This design comes from an exercise in tuning for small area, a short achievable clock period and few clock cycles per item on the open sky130 flow, not from production work. Where RTL was checked, it was by simulation tests only, not by an equivalence proof against the original.

## ifft_core
module ifft_core #(
    parameter int N     = 16,
    parameter int LOG2N = 4,
    parameter int DW    = 8,
    parameter int TW    = 8
) (
    input  logic          clk,
    input  logic          rst,
    input  logic          in_valid,
    output logic          in_ready,
    input  logic [DW-1:0] in_re,
    input  logic [DW-1:0] in_im,
    output logic          out_valid,
    input  logic          out_ready,
    output logic [DW-1:0] out_re,
    output logic [DW-1:0] out_im,
    output logic          out_last,
    output logic          busy
);
Size in the first run: roughly 2,800 cells after synthesis, about 40 I/O pins, ~35,000 um2 of cells after synthesis.
Settings: LEC_CHECK=0, CAP_MARGIN=20, CORE_MARGIN=2, CORE_UTILIZATION=25, PLACE_DENSITY=0.45, SLEW_MARGIN=20; clock period 15.0 ns.
standard.sh (not shown) runs the stock make flow with config.mk's settings and CLKGATE_MAP_FILE= SYNTH_SCRIPT=/design/flow/synth_recipe.tcl, a recipe that flattens the netlist after the stock synthesis.
==> flow/flow/run.sh <==
#!/bin/bash
# Standard layout, with timing repair asked to leave SETUP_SLACK_MARGIN ns of
# setup slack at the design's clock (so it works towards a shorter period),
# and a clock tree of smaller buffers without dummy balancing loads.
# The synthesis is the standard one, unchanged. Each step's output goes to a log here.
set -euo pipefail
MARGIN=$(cat flow/margin.txt)
CTS="$(cat flow/cts_args.txt)"
bash standard.sh synth > synth.log 2>&1
bash standard.sh SETUP_SLACK_MARGIN="$MARGIN" CTS_ARGS="$CTS" finish > layout.log 2>&1
==> flow/flow/cts_args.txt <==
-sink_clustering_enable -repair_clock_nets -dont_use_dummy_load -sink_clustering_size 24 -buf_list sky130_fd_sc_hd__clkbuf_8
==> flow/flow/margin.txt <==
11.0
Change:
==> flow/flow/margin.txt (replaced) <==
10.75
After rerunning:
- cell count went down by 0.63%
- via count goes down by 0.90%
- area after synthesis stays the same
- synthesized cell count does not change
- design area fell by 1.0%
- routed wire length falls by 1.8%
- utilization came out lower by 0.30 points
- worst hold slack improves by 0.035 ns
No run of this note included a check of the RTL's function; only the layout flow was run.


ifft_core, a different RTL version from the one above (not shown whole).
Size in the first run: ~2,700 cells after synthesis, about 560 flip-flops.
==> flow/config.mk <==
export PLATFORM = sky130hd
export DESIGN_NAME = ifft_core
export DESIGN_NICKNAME = ifft_core
export VERILOG_FILES = /design/flow/design.v
export SDC_FILE = /design/flow/constraint.sdc
export NUM_CORES = 4
export LEC_CHECK = 0
export CAP_MARGIN = 20
export CORE_MARGIN = 2
export CORE_UTILIZATION = 25
export PLACE_DENSITY = 0.45
export SLEW_MARGIN = 20
==> flow/constraint.sdc <==
create_clock -name core_clock -period 15.0 [get_ports {clk}]
set_input_delay 3.0000 -clock core_clock [delete_from_list [all_inputs] [get_ports {clk}]]
set_output_delay 3.0000 -clock core_clock [all_outputs]
set_load 0.01 [all_outputs]
==> flow/flow/run.sh <==
#!/bin/bash
# Standard layout, with timing repair asked to leave SETUP_SLACK_MARGIN ns of
# setup slack at the design's clock (so it works towards a shorter period).
# The synthesis is the standard one, unchanged. Each step's output goes to a log here.
set -euo pipefail
MARGIN=$(cat flow/margin.txt)
bash standard.sh synth > synth.log 2>&1
bash standard.sh SETUP_SLACK_MARGIN="$MARGIN" finish > layout.log 2>&1
==> flow/flow/margin.txt <==
11.0
The starting point produced a clean layout.
Testbench counts at the start, summed over its fixed seeds: cycles 4,344, frames 256.
Then changed:
==> flow/flow/margin.txt (replaced) <==
10.5
=>
- cell count falls by 0.47%
- utilization decreases by 0.46 points
- routed wire length barely changes
- synthesized cell count is unchanged
- die area is unchanged
- area after synthesis does not change
- clock skew is about the same
- hold slack is worse by 7.0 ps


ifft_core, a different RTL version from the one above (not shown whole).
Size: ~2800 cells after synthesis, ~590 flip-flops, roughly 40 I/O pins.
Settings: LEC_CHECK=0, CAP_MARGIN=20, CORE_MARGIN=2, CORE_UTILIZATION=25, PLACE_DENSITY=0.45, SLEW_MARGIN=20; clock period 15.0 ns.
==> flow/flow/run.sh <==
#!/bin/bash
# Standard layout, with timing repair asked to leave SETUP_SLACK_MARGIN ns of
# setup slack at the design's clock (so it works towards a shorter period),
# and a clock tree of smaller buffers without dummy balancing loads.
# The synthesis is the standard one, unchanged. Each step's output goes to a log here.
set -euo pipefail
MARGIN=$(cat flow/margin.txt)
CTS="$(cat flow/cts_args.txt)"
bash standard.sh synth > synth.log 2>&1
bash standard.sh SETUP_SLACK_MARGIN="$MARGIN" CTS_ARGS="$CTS" finish > layout.log 2>&1
==> flow/flow/margin.txt <==
10.5
Scripts as last shown in full above: flow/flow/cts_args.txt
Next try:
==> flow/flow/margin.txt (replaced) <==
10.6
What happened:
- The new run passed the timing, design-rule and antenna checks
- clock-buffer cell count does not change
- sequential share of layout area is about the same
- worst setup slack is worse by 14 ps
- die area stays the same
- fmax came out lower by 0.31%
No functional check of the RTL was part of any run of this note.


Setup of job 3311:
Another version of the RTL of ifft_core (not shown whole).
Size in the first run: ~2800 cells after synthesis, about 610 flip-flops, roughly 34000 um2 of cells after synthesis.
==> flow/config.mk <==
export PLATFORM = sky130hd
export DESIGN_NAME = ifft_core
export DESIGN_NICKNAME = ifft_core
export VERILOG_FILES = /design/flow/design.v
export SDC_FILE = /design/flow/constraint.sdc
export NUM_CORES = 4
export LEC_CHECK = 0
export CAP_MARGIN = 20
export CORE_MARGIN = 2
export CORE_UTILIZATION = 25
export PLACE_DENSITY = 0.45
export SLEW_MARGIN = 20
==> flow/constraint.sdc <==
create_clock -name core_clock -period 15.0 [get_ports {clk}]
set_input_delay 3.0000 -clock core_clock [delete_from_list [all_inputs] [get_ports {clk}]]
set_output_delay 3.0000 -clock core_clock [all_outputs]
set_load 0.01 [all_outputs]
==> flow/flow/cts_args.txt <==
-sink_clustering_enable -repair_clock_nets -dont_use_dummy_load -sink_clustering_size 12 -sink_clustering_max_diameter 80 -buf_list {sky130_fd_sc_hd__clkbuf_4 sky130_fd_sc_hd__clkbuf_16}
==> flow/flow/margin.txt <==
10.6
Scripts as last shown in full above: flow/flow/run.sh
Testbench counts of job 3311, summed over its fixed seeds: cycles 4,360, frames 256.
The inputs of job 3743 differ from those of job 3311 as listed below.
==> flow/flow/cts_args.txt <==
-sink_clustering_enable -repair_clock_nets -dont_use_dummy_load -sink_clustering_size 24 -buf_list sky130_fd_sc_hd__clkbuf_8
--- a/flow/config.mk
+++ b/flow/config.mk
@@ -10,2 +10,2 @@
-export CORE_UTILIZATION = 25
-export PLACE_DENSITY = 0.45
+export CORE_UTILIZATION = 50
+export PLACE_DENSITY = 0.7
### Flow results
The cell count in job 3743 is 0.810 times that in job 3311. Going from job 3311 to job 3743, all-layer global routing usage saw an increase, per-cell routed wire length has increased, final area saw a decrease, number of antenna repair diodes went up. Final critical-path required period | job 3743 above job 3311. Looking at insertion delay of the later-clocked pin in the worst-skew pair across job 3743 and job 3311, the one that comes out higher is job 3743.
> inputs changed (job 3743 -> job 910)
--- a/flow/config.mk
+++ b/flow/config.mk
@@ -10,2 +10,2 @@
-export CORE_UTILIZATION = 50
-export PLACE_DENSITY = 0.7
+export CORE_UTILIZATION = 25
+export PLACE_DENSITY = 0.6
[summary]
Going from job 3743 to job 910, via total after detailed routing fell by about 1%, detailed route wirelength on metal2 has decreased, worst hold margin down 0.0089 ns, layout-stage area growth over the synthesis result moved up. Net total in the final layout delta (job 910 -> job 3743): insignificant. In job 910 relative to job 3743, number of instances in the placed design had gone up by more than 10%. In the tables for job 910 and job 3743, core occupancy in the finished layout reads higher with job 3743. Sort job 910 and job 3743 by met3 demand-to-capacity share in global routing, ascending, and job 910 comes first. Going from job 3743 to job 910, final critical-path setup slack saw a decrease. The run showing the greater cell area is job 910.
For job 4583, these inputs were changed with respect to job 910:
--- a/flow/config.mk
+++ b/flow/config.mk
@@ -10,2 +10,2 @@
-export CORE_UTILIZATION = 25
-export PLACE_DENSITY = 0.6
+export CORE_UTILIZATION = 35
+export PLACE_DENSITY = 0.55
==> comparison <==
For the first-iteration DRC count, job 4583 came in about 14% lower than job 910 did.
Number of buffers added for setup after CTS ends up lower on job 910.
Final worst-path cycle share for job 4583: 0.35 points up relative to job 910
Job 4583: placement row count lower than job 910
Final routed wire length divided by cell count, job 4583 and job 910: smaller value in job 910
The lower end-of-flow core utilization came out of job 910.
Going from job 910 to job 4583, the worst stage delay on the critical path was found to have gone down by 0.03 ns.
Against job 910, via count of the first global-routing pass in job 4583 rose by a few percent.
| starting density of the core | lower: job 910 |
Comparing the two runs side by side, job 4583 comes out behind job 910 on via count.
In job 4583 the non-clock buffer count turned out 16 higher than in job 910.
[inputs] job 6159 vs job 4583
--- a/flow/config.mk
+++ b/flow/config.mk
@@ -10,2 +10,2 @@
-export CORE_UTILIZATION = 35
-export PLACE_DENSITY = 0.55
+export CORE_UTILIZATION = 25
+export PLACE_DENSITY = 0.35
## What came out
- When job 6159 is measured against job 4583, its cell count after placement turns out about 13% higher.
- Summary of job 6159 over job 4583: maximum frequency from static timing analysis has decreased.


ifft_core, a different RTL version from the one above (not shown whole).
Size in the first run: about 3,200 cells after synthesis, about 37,000 um^2 of cells after synthesis.
Design ifft_core, start of the top module:
module ifft_core #(
    parameter int N     = 16,
    parameter int LOG2N = 4,
    parameter int DW    = 8,
    parameter int TW    = 8
) (
    input  logic          clk,
    input  logic          rst,
    input  logic          in_valid,
    output logic          in_ready,
    input  logic [DW-1:0] in_re,
    input  logic [DW-1:0] in_im,
    output logic          out_valid,
    input  logic          out_ready,
    output logic [DW-1:0] out_re,
    output logic [DW-1:0] out_im,
    output logic          out_last,
    output logic          busy
);
Settings: LEC_CHECK=0, CAP_MARGIN=20, CORE_MARGIN=2, CORE_UTILIZATION=25, PLACE_DENSITY=0.45, SLEW_MARGIN=20; clock period 15.0 ns.
==> flow/flow/run.sh <==
#!/bin/bash
# Standard layout, with timing repair asked to leave SETUP_SLACK_MARGIN ns of
# setup slack at the design's clock (so it works towards a shorter period).
# The synthesis is the standard one, unchanged. Each step's output goes to a log here.
set -euo pipefail
MARGIN=$(cat flow/margin.txt)
bash standard.sh synth > synth.log 2>&1
bash standard.sh SETUP_SLACK_MARGIN="$MARGIN" finish > layout.log 2>&1
Scripts as last shown in full above: flow/flow/margin.txt
The baseline completed without violations.
Edit:
==> flow/flow/margin.txt (replaced) <==
11.0
=>
- hold slack is better by 39 ps
- sequential share of layout area is lower by 0.78 points
- die area stays the same
- via count is higher by 1.2%
- cell area is higher by 1.9%
- first-iteration DRC count is higher by 3.3%
Function was not checked in any run of this note: the RTL went through the layout flow alone.

==> what the ideal ports hide <==
No port has a modelled driver above. Below, the same layouts with a new extraction and two added sets of constraints. Step 1: set_driving_cell puts a clkbuf_16 on clk and a buf_2 on each other input, an assumption about the parent block. Step 2 times the ports against the registers' clock, not the clock port: input delays grow and output delays shrink by t, the midpoint of the rising clock arrivals with the driver on. Three values: no drivers, after step 1, after step 2; two values: the first two.
run | t (ns) | slack for setup (ns) | worst hold slack (ns)
the first run of note 1 | 0.843 | 10.544 / 10.477 / 10.275 | 0.331 / 0.331 / 0.331
the second run of note 1 | 0.807 | 10.619 / 10.551 / 10.173 | 0.367 / 0.367 / 0.367
the first run of note 2 | 0.711 | 9.948 / 9.948 / 9.948 | 0.415 / 0.415 / 0.415
the second run of note 2 | 0.700 | 9.919 / 9.919 / 9.866 | 0.408 / 0.408 / 0.408
the first run of note 3 | 0.817 | 10.547 / 10.478 / 9.906 | 0.354 / 0.354 / 0.354
the second run of note 3 | 0.769 | 10.534 / 10.533 / 9.967 | 0.346 / 0.346 / 0.346
job 3311 | 0.701 | 10.489 / 10.489 / 10.074 | 0.352 / 0.352 / 0.352
job 3743 | 0.726 | 10.464 / 10.464 / 9.982 | 0.366 / 0.366 / 0.366
job 910 | 0.778 | 10.459 / 10.459 / 10.086 | 0.357 / 0.357 / 0.357
job 4583 | 0.766 | 10.406 / 10.406 / 10.019 | 0.375 / 0.375 / 0.375
job 6159 | 0.809 | 10.369 / 10.369 / 10.072 | 0.353 / 0.353 / 0.353
the first run of note 5 | 0.726 | 10.640 / 10.591 / 10.013 | 0.373 / 0.373 / 0.373
the second run of note 5 | 0.733 | 10.619 / 10.614 / 10.367 | 0.412 / 0.412 / 0.412
After both steps setup and hold are still met in every run listed. For the first run of note 3, which loses most, drivers alone change the setup slack by -0.069 ns; drivers and shift together by -0.641 ns.
